What follows belongs to an exercise in optimizing a design on an open flow for small area, a short achievable clock period and few clock cycles; a production flow would make more cautious choices.
Function was checked by simulation only, so behaviour that the tests miss may differ from the original.
Power is estimated from default activity; no workload was simulated.

File: config.mk
export PLATFORM = sky130hd
export DESIGN_NAME = integer_table_engine_with_sort
export DESIGN_NICKNAME = integer_table_engine_with_sort
export VERILOG_FILES = /design/flow/design.v
export SDC_FILE = /design/flow/constraint.sdc
export NUM_CORES = 4
export LEC_CHECK = 0
export CAP_MARGIN = 20
export CORE_MARGIN = 2
export CORE_UTILIZATION = 40
export PLACE_DENSITY = 0.6
export SLEW_MARGIN = 20
File: constraint.sdc
create_clock -name core_clock -period 8.0 [get_ports {clk}]
set_input_delay 1.6000 -clock core_clock [delete_from_list [all_inputs] [get_ports {clk}]]
set_output_delay 1.6000 -clock core_clock [all_outputs]
set_load 0.01 [all_outputs]
File: design.v
`timescale 1ns / 1ps
package ite_pkg;
	localparam int DEPTH   = 32;
	localparam int ADDR_W  = (DEPTH > 1) ? $clog2(DEPTH) : 1;
	localparam int WORD_W  = 32;
	localparam int MAX_OUT = 32;
	localparam logic [ADDR_W-1:0] LAST_ADDR = ADDR_W'(DEPTH - 1);
	localparam logic [ADDR_W-1:0] LAST_PASS = ADDR_W'(DEPTH - 2);
	localparam logic [5:0]        COUNT_MAX = 6'd63;
	localparam logic [2:0] REQ_WRITE  = 3'd0;
	localparam logic [2:0] REQ_DELETE = 3'd1;
	localparam logic [2:0] REQ_SEARCH = 3'd2;
	localparam logic [2:0] REQ_READ   = 3'd3;
	localparam logic [2:0] REQ_SORT   = 3'd4;
	typedef struct packed {
		logic [2:0]         req_type;
		logic [4:0]         slot;
		logic signed [31:0] word;
	} req_t;
	typedef struct packed {
		logic [2:0]         kind;
		logic [4:0]         hit_slot;
		logic signed [31:0] read_word;
		logic [5:0]         match_count;
		logic               found;
		logic               last;
	} rsp_t;
	typedef struct packed {
		logic              we;
		logic [ADDR_W-1:0] waddr;
		logic [WORD_W-1:0] wdata;
		logic              re;
		logic [ADDR_W-1:0] raddr;
	} mem_req_t;
	typedef struct packed {
		logic eq;
		logic lt;
	} cmp_t;
	typedef enum logic [3:0] {
		ST_IDLE,
		ST_ACK,
		ST_READ,
		ST_DEL,
		ST_DEL_TOP,
		ST_COUNT,
		ST_EMIT,
		ST_SORT_LD,
		ST_SORT_RUN,
		ST_SORT_END
	} state_t;
endpackage
`timescale 1ns / 1ps
module ite_mem (
	input  logic                                clk,
	input  logic                                arst_n,
	input  ite_pkg::mem_req_t                   port,
	output logic [ite_pkg::WORD_W-1:0]          rdata
);
	logic [ite_pkg::WORD_W-1:0] mem [ite_pkg::DEPTH];
	logic [ite_pkg::DEPTH-1:0]  vld_q;
	logic [ite_pkg::WORD_W-1:0] rd_q;
	logic                       rvld_q;
	always_ff @(posedge clk) begin
		if (port.we) begin
			mem[port.waddr] <= port.wdata;
		end
		if (port.re) begin
			rd_q <= mem[port.raddr];
		end
	end
	always_ff @(posedge clk or negedge arst_n) begin
		if (!arst_n) begin
			vld_q  <= '0;
			rvld_q <= 1'b0;
		end else begin
			if (port.we) begin
				vld_q[port.waddr] <= 1'b1;
			end
			if (port.re) begin
				rvld_q <= vld_q[port.raddr];
			end
		end
	end
	assign rdata = rvld_q ? rd_q : '0;
endmodule
`timescale 1ns / 1ps
module ite_cmp (
	input  logic [ite_pkg::WORD_W-1:0] a,
	input  logic [ite_pkg::WORD_W-1:0] b,
	output ite_pkg::cmp_t              res
);
	always_comb begin
		res.eq = (a == b);
		res.lt = ($signed(a) < $signed(b));
	end
endmodule
`timescale 1ns / 1ps
module ite_seq (
	input  logic                       clk,
	input  logic                       arst_n,
	input  logic                       req_valid,
	output logic                       req_stall,
	input  ite_pkg::req_t              req,
	output logic                       rsp_valid,
	input  logic                       rsp_stall,
	output ite_pkg::rsp_t              rsp,
	output ite_pkg::mem_req_t          mem,
	input  logic [ite_pkg::WORD_W-1:0] rdata,
	output logic [ite_pkg::WORD_W-1:0] cmp_a,
	output logic [ite_pkg::WORD_W-1:0] cmp_b,
	input  ite_pkg::cmp_t              cmp
);
	ite_pkg::state_t             state_q, state_d;
	ite_pkg::req_t               req_q, req_d;
	logic [ite_pkg::ADDR_W-1:0]  idx_q, idx_d;
	logic [ite_pkg::ADDR_W-1:0]  pass_q, pass_d;
	logic [5:0]                  cnt_q, cnt_d;
	logic [5:0]                  emit_q, emit_d;
	logic [ite_pkg::WORD_W-1:0]  carry_q, carry_d;
	ite_pkg::rsp_t               rsp_q, rsp_d;
	logic                        rsp_valid_q, rsp_valid_d;
	logic                        out_free;
	logic                        in_range;
	logic [ite_pkg::ADDR_W-1:0]  slot_addr;
	logic [5:0]                  emit_next;
	logic                        emit_fin;
	assign out_free  = !rsp_valid_q || !rsp_stall;
	assign slot_addr = ite_pkg::ADDR_W'(req.slot);
	assign in_range  = (32'(req.slot) < 32'(ite_pkg::DEPTH));
	assign emit_next = emit_q + 6'd1;
	assign emit_fin  = (emit_next == cnt_q) || (emit_next == 6'(ite_pkg::MAX_OUT));
	always_ff @(posedge clk or negedge arst_n) begin
		if (!arst_n) begin
			state_q     <= ite_pkg::ST_IDLE;
			rsp_valid_q <= 1'b0;
		end else begin
			state_q     <= state_d;
			rsp_valid_q <= rsp_valid_d;
		end
	end
	always_ff @(posedge clk) begin
		req_q   <= req_d;
		idx_q   <= idx_d;
		pass_q  <= pass_d;
		cnt_q   <= cnt_d;
		emit_q  <= emit_d;
		carry_q <= carry_d;
		rsp_q   <= rsp_d;
	end
	always_comb begin
		state_d     = state_q;
		req_d       = req_q;
		idx_d       = idx_q;
		pass_d      = pass_q;
		cnt_d       = cnt_q;
		emit_d      = emit_q;
		carry_d     = carry_q;
		rsp_d       = rsp_q;
		rsp_valid_d = rsp_valid_q && rsp_stall;
		mem         = '0;
		cmp_a       = rdata;
		cmp_b       = req_q.word;
		req_stall   = (state_q != ite_pkg::ST_IDLE);
		unique case (state_q)
			ite_pkg::ST_IDLE: begin
				if (req_valid) begin
					req_d = req;
					idx_d = '0;
					unique case (req.req_type)
						ite_pkg::REQ_WRITE: begin
							mem.we    = in_range;
							mem.waddr = slot_addr;
							mem.wdata = req.word;
							state_d   = ite_pkg::ST_ACK;
						end
						ite_pkg::REQ_DELETE: begin
							if (!in_range) begin
								state_d = ite_pkg::ST_ACK;
							end else if (slot_addr == ite_pkg::LAST_ADDR) begin
								mem.we    = 1'b1;
								mem.waddr = ite_pkg::LAST_ADDR;
								state_d   = ite_pkg::ST_ACK;
							end else begin
								mem.re    = 1'b1;
								mem.raddr = slot_addr + 1'b1;
								idx_d     = slot_addr;
								state_d   = ite_pkg::ST_DEL;
							end
						end
						ite_pkg::REQ_SEARCH: begin
							mem.re  = 1'b1;
							cnt_d   = '0;
							state_d = ite_pkg::ST_COUNT;
						end
						ite_pkg::REQ_READ: begin
							if (in_range) begin
								mem.re    = 1'b1;
								mem.raddr = slot_addr;
								state_d   = ite_pkg::ST_READ;
							end else begin
								state_d = ite_pkg::ST_ACK;
							end
						end
						ite_pkg::REQ_SORT: begin
							mem.re  = 1'b1;
							pass_d  = '0;
							state_d = ite_pkg::ST_SORT_LD;
						end
						default: begin
							state_d = ite_pkg::ST_IDLE;
						end
					endcase
				end
			end
			ite_pkg::ST_ACK: begin
				if (out_free) begin
					rsp_d.kind        = req_q.req_type;
					rsp_d.hit_slot    = (req_q.req_type == ite_pkg::REQ_SEARCH ||
						req_q.req_type == ite_pkg::REQ_SORT) ? 5'd0 : req_q.slot;
					rsp_d.read_word   = '0;
					rsp_d.match_count = '0;
					rsp_d.found       = 1'b0;
					rsp_d.last        = 1'b1;
					rsp_valid_d       = 1'b1;
					state_d           = ite_pkg::ST_IDLE;
				end
			end
			ite_pkg::ST_READ: begin
				if (out_free) begin
					rsp_d.kind        = req_q.req_type;
					rsp_d.hit_slot    = req_q.slot;
					rsp_d.read_word   = rdata;
					rsp_d.match_count = '0;
					rsp_d.found       = 1'b1;
					rsp_d.last        = 1'b1;
					rsp_valid_d       = 1'b1;
					state_d           = ite_pkg::ST_IDLE;
				end
			end
			ite_pkg::ST_DEL: begin
				mem.we    = 1'b1;
				mem.waddr = idx_q;
				mem.wdata = rdata;
				if (idx_q + 1'b1 == ite_pkg::LAST_ADDR) begin
					state_d = ite_pkg::ST_DEL_TOP;
				end else begin
					mem.re    = 1'b1;
					mem.raddr = idx_q + 2'd2;
					idx_d     = idx_q + 1'b1;
				end
			end
			ite_pkg::ST_DEL_TOP: begin
				mem.we    = 1'b1;
				mem.waddr = ite_pkg::LAST_ADDR;
				state_d   = ite_pkg::ST_ACK;
			end
			ite_pkg::ST_COUNT: begin
				if (cmp.eq && cnt_q != ite_pkg::COUNT_MAX) begin
					cnt_d = cnt_q + 6'd1;
				end
				if (idx_q == ite_pkg::LAST_ADDR) begin
					if (cnt_d == '0) begin
						state_d = ite_pkg::ST_ACK;
					end else begin
						mem.re  = 1'b1;
						idx_d   = '0;
						emit_d  = '0;
						state_d = ite_pkg::ST_EMIT;
					end
				end else begin
					mem.re    = 1'b1;
					mem.raddr = idx_q + 1'b1;
					idx_d     = idx_q + 1'b1;
				end
			end
			ite_pkg::ST_EMIT: begin
				if (cmp.eq) begin
					if (out_free) begin
						rsp_d.kind        = req_q.req_type;
						rsp_d.hit_slot    = 5'(idx_q);
						rsp_d.read_word   = '0;
						rsp_d.match_count = emit_fin ? cnt_q : 6'd0;
						rsp_d.found       = 1'b1;
						rsp_d.last        = emit_fin;
						rsp_valid_d       = 1'b1;
						emit_d            = emit_next;
						if (emit_fin || idx_q == ite_pkg::LAST_ADDR) begin
							state_d = ite_pkg::ST_IDLE;
						end else begin
							mem.re    = 1'b1;
							mem.raddr = idx_q + 1'b1;
							idx_d     = idx_q + 1'b1;
						end
					end
				end else if (idx_q == ite_pkg::LAST_ADDR) begin
					state_d = ite_pkg::ST_IDLE;
				end else begin
					mem.re    = 1'b1;
					mem.raddr = idx_q + 1'b1;
					idx_d     = idx_q + 1'b1;
				end
			end
			ite_pkg::ST_SORT_LD: begin
				carry_d   = rdata;
				mem.re    = 1'b1;
				mem.raddr = ite_pkg::ADDR_W'(1);
				idx_d     = ite_pkg::ADDR_W'(1);
				state_d   = ite_pkg::ST_SORT_RUN;
			end
			ite_pkg::ST_SORT_RUN: begin
				cmp_b     = carry_q;
				mem.we    = 1'b1;
				mem.waddr = idx_q - 1'b1;
				mem.wdata = cmp.lt ? rdata : carry_q;
				carry_d   = cmp.lt ? carry_q : rdata;
				if (idx_q == ite_pkg::LAST_ADDR) begin
					state_d = ite_pkg::ST_SORT_END;
				end else begin
					mem.re    = 1'b1;
					mem.raddr = idx_q + 1'b1;
					idx_d     = idx_q + 1'b1;
				end
			end
			ite_pkg::ST_SORT_END: begin
				mem.we    = 1'b1;
				mem.waddr = ite_pkg::LAST_ADDR;
				mem.wdata = carry_q;
				if (pass_q == ite_pkg::LAST_PASS) begin
					state_d = ite_pkg::ST_ACK;
				end else begin
					pass_d  = pass_q + 1'b1;
					mem.re  = 1'b1;
					state_d = ite_pkg::ST_SORT_LD;
				end
			end
			default: begin
				state_d = ite_pkg::ST_IDLE;
			end
		endcase
	end
	assign rsp_valid = rsp_valid_q;
	assign rsp       = rsp_q;
endmodule
`timescale 1ns / 1ps
module integer_table_engine_with_sort (
	input  logic          clk,
	input  logic          arst_n,
	input  logic          req_valid,
	output logic          req_stall,
	input  logic [39:0]   req,
	output logic          rsp_valid,
	input  logic          rsp_stall,
	output logic [47:0]   rsp
);
	ite_pkg::mem_req_t          mem_port;
	logic [ite_pkg::WORD_W-1:0] mem_rdata;
	logic [ite_pkg::WORD_W-1:0] cmp_a;
	logic [ite_pkg::WORD_W-1:0] cmp_b;
	ite_pkg::cmp_t              cmp_res;
	ite_pkg::req_t              req_s;
	ite_pkg::rsp_t              rsp_s;
	assign req_s = req;
	assign rsp   = rsp_s;
	ite_mem u_mem (
		.clk    (clk),
		.arst_n (arst_n),
		.port   (mem_port),
		.rdata  (mem_rdata)
	);
	ite_cmp u_cmp (
		.a   (cmp_a),
		.b   (cmp_b),
		.res (cmp_res)
	);
	ite_seq u_seq (
		.clk       (clk),
		.arst_n    (arst_n),
		.req_valid (req_valid),
		.req_stall (req_stall),
		.req       (req_s),
		.rsp_valid (rsp_valid),
		.rsp_stall (rsp_stall),
		.rsp       (rsp_s),
		.mem       (mem_port),
		.rdata     (mem_rdata),
		.cmp_a     (cmp_a),
		.cmp_b     (cmp_b),
		.cmp       (cmp_res)
	);
endmodule
File: run.sh
#!/bin/bash
# synth_recipe.tcl (not shown) runs the flow's synth.tcl, then flattens the netlist and writes it again
# the make line also repeats each setting of config.mk as NAME=value (left out here)
make -C /OpenROAD-flow-scripts/flow DESIGN_CONFIG=/design/flow/config.mk WORK_HOME=/design/flow/orfs CLKGATE_MAP_FILE= SYNTH_SCRIPT=/design/flow/synth_recipe.tcl finish
==> run summary <==
M3 GR Usage=0.0342; Die ar.=0.133 mm2; cts bufs inserted=134; Max rail drop VDD=0.282 mV; initial antenna violation count=0; startpoint type of the worst setup path=register; max-slew violations=0; PortBufs=slightly above 90; mapped cell area=between 0.05 and 0.06 mm2; clk slew on worst S/H paths=60 ps; top post-synthesis cells by area=edfxtp_1, nand3_1, nand2_1, dfrtp_1, a221o_1; GRT overflow=0; Avg Inst Size Synth=12.0 um2; # resized after CTS=0; Async SR Flop Fraction=0.0307; Hold Path Origin=u_seq.req_q[37]$_DFFE_PP_; Critical R2R Launch=u_seq.state_q[2]$_DFFE_PN0P_; via/cell ratio=5.69; CTS Hold Bufs=0; synthesized flop and latch total=1,236; grt met1 use=0.331; Pwr Density=347 mW/mm2; Worst Path Required=8370 ps; Setup crit start=u_seq.state_q[2]$_DFFE_PN0P_; syn_nets=4,433; worst hold path class=reg -> reg; largest net degree at the start of global routing=171; Crit Path Max Fanout=32; GPL Wtd Cong=0.863; final hold violations=0; DRC=0; clk latency of the worst-skew pair=~780 ps; die height=between 300 and 400 um; number of global-route vias before repair=roughly 33,000; Initial Utilization=0.403; Reg2Reg Capture Point=u_mem.rd_q[29]$_DFFE_PP_; wire length per cell=24.9 um; total placed cells including tap cells=6,000; postcts setup bufs=0; first-pass GRT wire length=between 200 and 250 mm; gr busiest metal=met2; post-synth top area cell=edfxtp_1; cell row count=approximately 130; worst relative slew slack=0.275; Area Growth Syn to Fin=14.9%; Worst path max stage delay=810 ps; Slowest cell on crit path=dfrtp_1; Final Skew=56.5 ps; hold path depth=0; post-route clock period utilization=0.844; I/O pin cnt=94; Distinct cells, synth=73; ratio of cells with drive above 1 in the final layout=0.0809; Post-Syn Instances=4,337; GR Layer Usage met2=0.367; RSZ-0062 raised after global routing=false; share of the yosys chip area belonging to registers=0.708; detailed-route wire length=156 mm; Max Cap Viol=0; DR vias=35,500; Leak=0.0216 uW; commonest non-fill, non-tap cell in the layout=edfxtp_1; CP Cell Sequence=nor2b_1 > nand2_2 > buf_4 > mux2i_1 > ha_1 > nand4_1 > nor2_1 > nand4_1 > a31oi_1 > nor3b_1 > mux2_2 > a2111oi_2 > o21ai_1 > nor3_1 > inv_4; GR Util All Layers=0.231; CP endpoint kind=register; First-pass DRT Iterations=6; TNS Setup=0 ps; CTS Sinks=1,236; status=finished clean; R2R setup slack=1250 ps; Final setup viols=0; Hold Crit Endpoint=u_seq.rsp_q[45]$_DFFE_PP_; number of flops mapped to enable cells by yosys=about 1,200; Detail Route Antenna Nets=0; Worst Path Arrival=7120 ps; Fill cells=11,500; CORE AREA=0.129 mm2; most frequent cells in the layout=edfxtp_1, nand2_1, nand3_1; Final nets=about 4,500; CTS Buffer Depth=3; Buf/Inv on CP=2; Tmin final=6750 ps; Largest delay share family, worst path=simple AND/OR/NAND/NOR gates; H-tree depth reported by CTS=4; Worst Path Class, Setup=reg -> reg; Die Span X=365 um; Post-synth top flop=edfxtp_1; hpwl dp=87.8 mm; worst-case reg-to-reg path depth=15; Non-Filler Instances=6,242; Fmax=148 MHz; first-iteration detailed-routing DRC count=4,890; Crit path top cell by count=nand4_1; CTS tree=built; Worst-Margin Slew=1080 ps; total number of yosys warnings=3; Root Driver=clkbuf_16; top cell type's share of synthesized area=0.689
-- cell families after synthesis --
logic type	count (synthesis)	share of synthesized area
xor gates and xnor gates	30	0.00559
muxes	38	0.00734
AOI/OAI and AO/OA	302	0.0415
and+or+nand+nor	2346	0.200
buffers and inverters	333	0.0257
adders and majority gates	52	0.0125
DFF	1236	0.708
-- worst register-to-register path: cells and delay by family (launching register included) --
family	cells	cell delay, ps
buffers and inverters	2	810
DFF	1	810
and+or+nand+nor	7	2610
muxes	2	530
AOI/OAI and AO/OA	3	1160
adders and majority gates	1	310
-- sequential cells by signal (all words and copies together), names as in the netlist --
register and count:
u_mem.mem 1024, u_mem.rd_q 32, u_mem.rvld_q 1, u_mem.vld_q 32
u_seq.carry_q 32, u_seq.cnt_q 6, u_seq.emit_q 6, u_seq.idx_q 5
u_seq.pass_q 5, u_seq.req_q 40, u_seq.rsp_q 48, u_seq.rsp_valid_q 1
u_seq.state_q 4
-- layer usage --
layer | vias to the layer above | wire length [um]
li1 | 15900 | -
met1 | 17700 | 65600
met2 | 1667 | 73300
met3 | 254 | 12900
met4 | 0 | 3890
met5 | - | 0
-- report_power, final --
group | internal, uW | switching [uW]
sequential | 8000 | 394
combinational | 1900 | 4450
clock | 3420 | 2640
total | 13300 | 7490
-- cell usage after synthesis (all sizes together) (19+ instances only) --
master,instances
edfxtp,1198
nand2,1146
nand3,952
clkbuf,152
nor2,129
buf,124
o21ai,71
a221o,67
inv,57
a21oi,55
ha,52
dfrtp,38
mux2i,36
and4,33
o21bai,24
a21o,19
-- how the worst max path moves through the flow --
stage                     cells after the start                    endpoint
after floorplan                               7  u_mem.mem[15][0]$_DFFE_PP_
after global placement                       15     u_mem.rd_q[6]$_DFFE_PP_
after detailed placement                     15     u_mem.rd_q[6]$_DFFE_PP_
after CTS                                    15    u_mem.rd_q[27]$_DFFE_PP_
after global routing                         15    u_mem.rd_q[29]$_DFFE_PP_
final                                        15    u_mem.rd_q[29]$_DFFE_PP_
-- through the flow --
step           power, uW  cell area, um2   util  hold WS, ps  setup slack [ps]
2_1_floorplan      12200           52200      -          427              2650
3_3_place_gp       14800           55600  0.429          436              1330
3_5_place_dp       14800           55600  0.430          441              1330
4_1_cts            20800           59900  0.463          455              1270
5_1_grt            21700           59900  0.463          467               728
6_report           20800           59900  0.463          453              1250
-- layout make-up --
| class | count | area, um2 | area share |
|---|---|---|---|
| Antenna cell | 1 | 2.50 | 0.0000418 |
| Timing Repair Buffer | 198 | 2070 | 0.0346 |
| Sequential cell | 1236 | 36900 | 0.616 |
| Tap cell | 1742 | 2180 | 0.0364 |
| Multi-Input combinational cell | 2768 | 14300 | 0.238 |
| Inverter | 57 | 216 | 0.00361 |
| Clock inverter | 65 | 742 | 0.0124 |
| Clock buffer | 175 | 3530 | 0.0589 |
Testbench counts, summed over its fixed seeds: cycles 206,341.

separate check: timing with driven ports:
The flow's constraints put no driver on any port. The routed layout listed below was extracted and timed again, unchanged, in two steps.
Step 1 sets driving cells, clkbuf_16 on the clock port and buf_2 on the other inputs (assumed; they add their load-dependent delay and slew).
Step 2 adds t to the input delays and takes it off the output delays; t is the mean of the earliest and latest rising clock arrival at the registers after step 1. Input paths then give back, and output paths get back, about the clock's delay inside the block.
a / b / c = ideal ports / drivers / drivers and shift; a / b = the first two.
shift t [ns]: 0.818
setup WS [ns]: 1.248 / 1.248 / 1.248
hold WS [ns]: 0.453 / 0.453 / 0.453
pins driven straight from the clock port: 1
After both steps setup and hold are still met in this run. For this run, drivers alone change the setup slack by 0.000 ns; drivers and shift together by 0.000 ns.
